From an optimization exercise on the open Yosys and OpenROAD flow, aimed at small area and a short achievable clock period; shortcuts taken in it are not production practice. In this exercise RTL edits were held to simulation tests only and were not proved equivalent to the original.

Setup of run C:
## rename_stage
module rename_stage #(
    parameter int SUPER = 2,
    parameter int PHYS_SZ = 48,
    localparam int PREG_W = $clog2(PHYS_SZ)
) (
    input  logic                                        clk,
    input  logic                                        rst,
    input  logic                                        in_valid,
    input  logic [SUPER-1:0][rename_pkg::INSTR_W-1:0]   in_instr,
    output logic                                        stall,
    input  logic [SUPER-1:0]                            commit_valid,
    input  logic [SUPER-1:0][PREG_W-1:0]                commit_preg,
    output logic                                        out_valid,
    output logic [SUPER-1:0]                            out_lane_valid,
    output logic [SUPER-1:0][rename_pkg::OP_W-1:0]      out_op,
    output logic [SUPER-1:0][rename_pkg::FUNC_W-1:0]    out_func,
    output logic [SUPER-1:0][PREG_W-1:0]                out_src1_p,
    output logic [SUPER-1:0][PREG_W-1:0]                out_src2_p,
    output logic [SUPER-1:0][PREG_W-1:0]                out_dst_p,
    output logic [SUPER-1:0][PREG_W-1:0]                out_old_dst_p,
    output logic [SUPER-1:0][rename_pkg::INSTR_W-1:0]   out_imm
);
Size in the first run: roughly 2600 cells after synthesis, about 400 flip-flops, ~210 I/O pins, roughly 29000 um2 of cells after synthesis.
==> flow/config.mk <==
export PLATFORM = sky130hd
export DESIGN_NAME = rename_stage
export DESIGN_NICKNAME = rename_stage
export VERILOG_FILES = /design/flow/design.v
export SDC_FILE = /design/flow/constraint.sdc
export NUM_CORES = 4
export LEC_CHECK = 0
export CAP_MARGIN = 20
export CORE_MARGIN = 2
export CORE_UTILIZATION = 40
export CTS_BUF_LIST = sky130_fd_sc_hd__clkbuf_4
export SETUP_SLACK_MARGIN = 4.5
export SLEW_MARGIN = 20
==> flow/constraint.sdc <==
create_clock -name core_clock -period 8.0 [get_ports {clk}]
set_input_delay 1.6000 -clock core_clock [delete_from_list [all_inputs] [get_ports {clk}]]
set_output_delay 1.6000 -clock core_clock [all_outputs]
set_load 0.01 [all_outputs]
standard.sh (not shown) runs the stock make flow with config.mk's settings and CLKGATE_MAP_FILE= SYNTH_SCRIPT=/design/flow/synth_recipe.tcl, a recipe that flattens the netlist after the stock synthesis.
==> flow/flow/run.sh <==
#!/bin/bash
set -euo pipefail
bash standard.sh "BUFFER_PORTS_ARGS=-buffer_cell sky130_fd_sc_hd__buf_1" MATCH_CELL_FOOTPRINT=0 finish > flow_make.log 2>&1
For run D, these inputs were changed with respect to run C:
--- a/flow/design.v
+++ b/flow/design.v
@@ -87,56 +87,48 @@
     output logic [SUPER-1:0][PREG_W-1:0]                out_dst_p,
     output logic [SUPER-1:0][PREG_W-1:0]                out_old_dst_p,
     output logic [SUPER-1:0][rename_pkg::INSTR_W-1:0]   out_imm
 );
     localparam int NL = rename_pkg::NUM_LREGS;
     localparam int NF = PHYS_SZ - NL;           
     localparam int FW = $clog2(NF);             
     logic [1:0]        legal, wr, jump, lane_valid, writes, rd1, rd2, i15, i20;
     logic [1:0][4:0]   s1, s2, d;
-    logic [1:0]        wl, dnz;
-    logic              jmp0, op0_is4;
-    assign op0_is4 = in_instr[0][31:28] == 4'd4;
     always_comb begin
         for (int l = 0; l < 2; l++) begin
             logic [3:0] op;
             logic [2:0] f;
             op = in_instr[l][31:28];
             f = in_instr[l][27:25];
             s1[l] = in_instr[l][19:15];
             s2[l] = in_instr[l][14:10];
             d[l] = in_instr[l][24:20];
             case (op)
                 4'd0, 4'd1: legal[l] = f != 3'd7;
                 4'd2, 4'd4: legal[l] = f[2:1] == 2'b00;
                 4'd3:       legal[l] = !f[2];
                 4'd5:       legal[l] = f == 3'd0;
                 default:    legal[l] = 1'b0;
             endcase
             wr[l] = (op == 4'd0) || (op == 4'd1) || (op == 4'd4) || (op == 4'd5) ||
                     (op == 4'd2 && !f[0]);
-            wl[l] = (op[3:1] == 3'b000 && f != 3'd7) ||
-                    (op == 4'd2 && f == 3'd0) ||
-                    (op == 4'd4 && f[2:1] == 2'b00) ||
-                    (op == 4'd5 && f == 3'd0);
-            dnz[l] = d[l] != 5'd0;
             jump[l] = op == 4'd4;
             rd1[l] = (op == 4'd0) || (op == 4'd1) || (op == 4'd2) || (op == 4'd3) ||
                      (op == 4'd4 && f[0]);
             rd2[l] = (op == 4'd0) || (op == 4'd3) || (op == 4'd2 && f[0]);
             i15[l] = (op == 4'd1) || (op == 4'd2 && !f[0]) || (op == 4'd4 && f[0]);
             i20[l] = (op == 4'd4 && !f[0]) || (op == 4'd5);
         end
         lane_valid[0] = legal[0];
         lane_valid[1] = legal[1] && !(legal[0] && jump[0]);
-        jmp0 = op0_is4 && in_instr[0][27:26] == 2'b00;
-        writes[0] = wl[0] && dnz[0];
-        writes[1] = wl[1] && dnz[1] && !jmp0;
+        for (int l = 0; l < 2; l++) begin
+            writes[l] = lane_valid[l] && wr[l] && (d[l] != 5'd0);
+        end
     end
     logic [PREG_W-1:0] fq [NF];
     logic [FW-1:0]     head, tail;
     logic [FW:0]       cnt;
     logic              accept;
     logic [1:0][PREG_W-1:0] alloc;
     logic [FW-1:0]     head1;
     assign stall = cnt[FW:1] == '0;
     assign accept = in_valid && !stall;
@@ -145,29 +137,25 @@
     assign tail_oh = NF'(1) << tail;
     assign alloc[0] = fq[head];
     assign alloc[1] = writes[0] ? fq[head1] : fq[head];
     logic [1:0]    take;
     logic [FW:0]   cnt_rel;
     logic [FW:0]   cnt_next;
     logic [FW-1:0] head_next;
     assign take = accept ? writes : 2'b00;
     assign cnt_rel = cnt + (FW+1)'(commit_valid[0]) + (FW+1)'(commit_valid[1]);
-    logic [FW:0]   cnt_m1, cnt_m2;
-    logic [FW-1:0] head2;
-    logic [FW:0]   cnt_t0;
-    logic [FW-1:0] head_t0;
-    assign cnt_m1 = cnt_rel - 1'b1;
-    assign cnt_m2 = cnt_rel - 2'd2;
-    assign head2 = head + 2'd2;
-    assign cnt_t0 = take[0] ? cnt_m1 : cnt_rel;
-    assign head_t0 = take[0] ? head1 : head;
-    assign cnt_next = take[1] ? (take[0] ? cnt_m2 : cnt_m1) : cnt_t0;
-    assign head_next = take[1] ? (take[0] ? head2 : head1) : head_t0;
+    always_comb begin
+        case (take)
+            2'b00:        begin cnt_next = cnt_rel;        head_next = head;         end
+            2'b01, 2'b10: begin cnt_next = cnt_rel - 1'b1; head_next = head1;        end
+            default:      begin cnt_next = cnt_rel - 2'd2; head_next = head + 2'd2;  end
+        endcase
+    end
     always_ff @(posedge clk) begin
         if (rst) begin
             head <= '0;
             tail <= '0;
             cnt <= (FW+1)'(NF);
         end else begin
             head <= head_next;
             tail <= tail + FW'(commit_valid[0]) + FW'(commit_valid[1]);
             cnt <= cnt_next;
==> comparison <==
Minimum period implied by the final worst setup slack was lower in the run labelled run D.
Run C and run D ended up with roughly the same fraction of the core area covered by cells at the end of the flow.
Maximum fanout encountered on the critical timing path (run D over run C): increase, 31%
Diff run C -> run D: number of max-slew violations in the final report now sits at about the same level; fraction of final layout cells with drive strength greater than 1 shrank by 1.9 points; post-synthesis cell area went down by 0.68%; non-clock buffer count moved down.
Cmp run D and run C / final setup slack of the worst path / lower: run C
Per the comparison of run D with run C, average wire per cell in the routed design now sits lower, count of nets after finishing increased 1.4%, number of instances in the synthesized netlist went up by about 2.3%, wire length shrank by 1800 um.

re-timing with driven ports:
The flow's constraints put no driver on any port. The routed layouts listed below were extracted and timed again, unchanged, in two steps. Step 1 sets driving cells, clkbuf_16 on the clock port and buf_2 on the other inputs (assumed; they add their load-dependent delay and slew). Step 2 moves the port delays by t, midway between the first and last clock arrival at a register: inputs arrive t later, outputs are due t later. That takes back most of the time a late clock gives input paths. Three values: no drivers, after step 1, after step 2; two values: the first two.
run | shift t [ns] | slack for setup (ns) | slew at the worst register clock pin (ns)
run C | 0.947 | 4.419 / 4.453 / 3.506 | 0.08 / 0.08
run D | 0.952 | 4.454 / 4.479 / 3.527 | 0.09 / 0.09
After both steps setup and hold are still met in every run listed. The setup slack of run D, which loses most, moves by +0.025 ns with the drivers and by -0.927 ns with both steps.
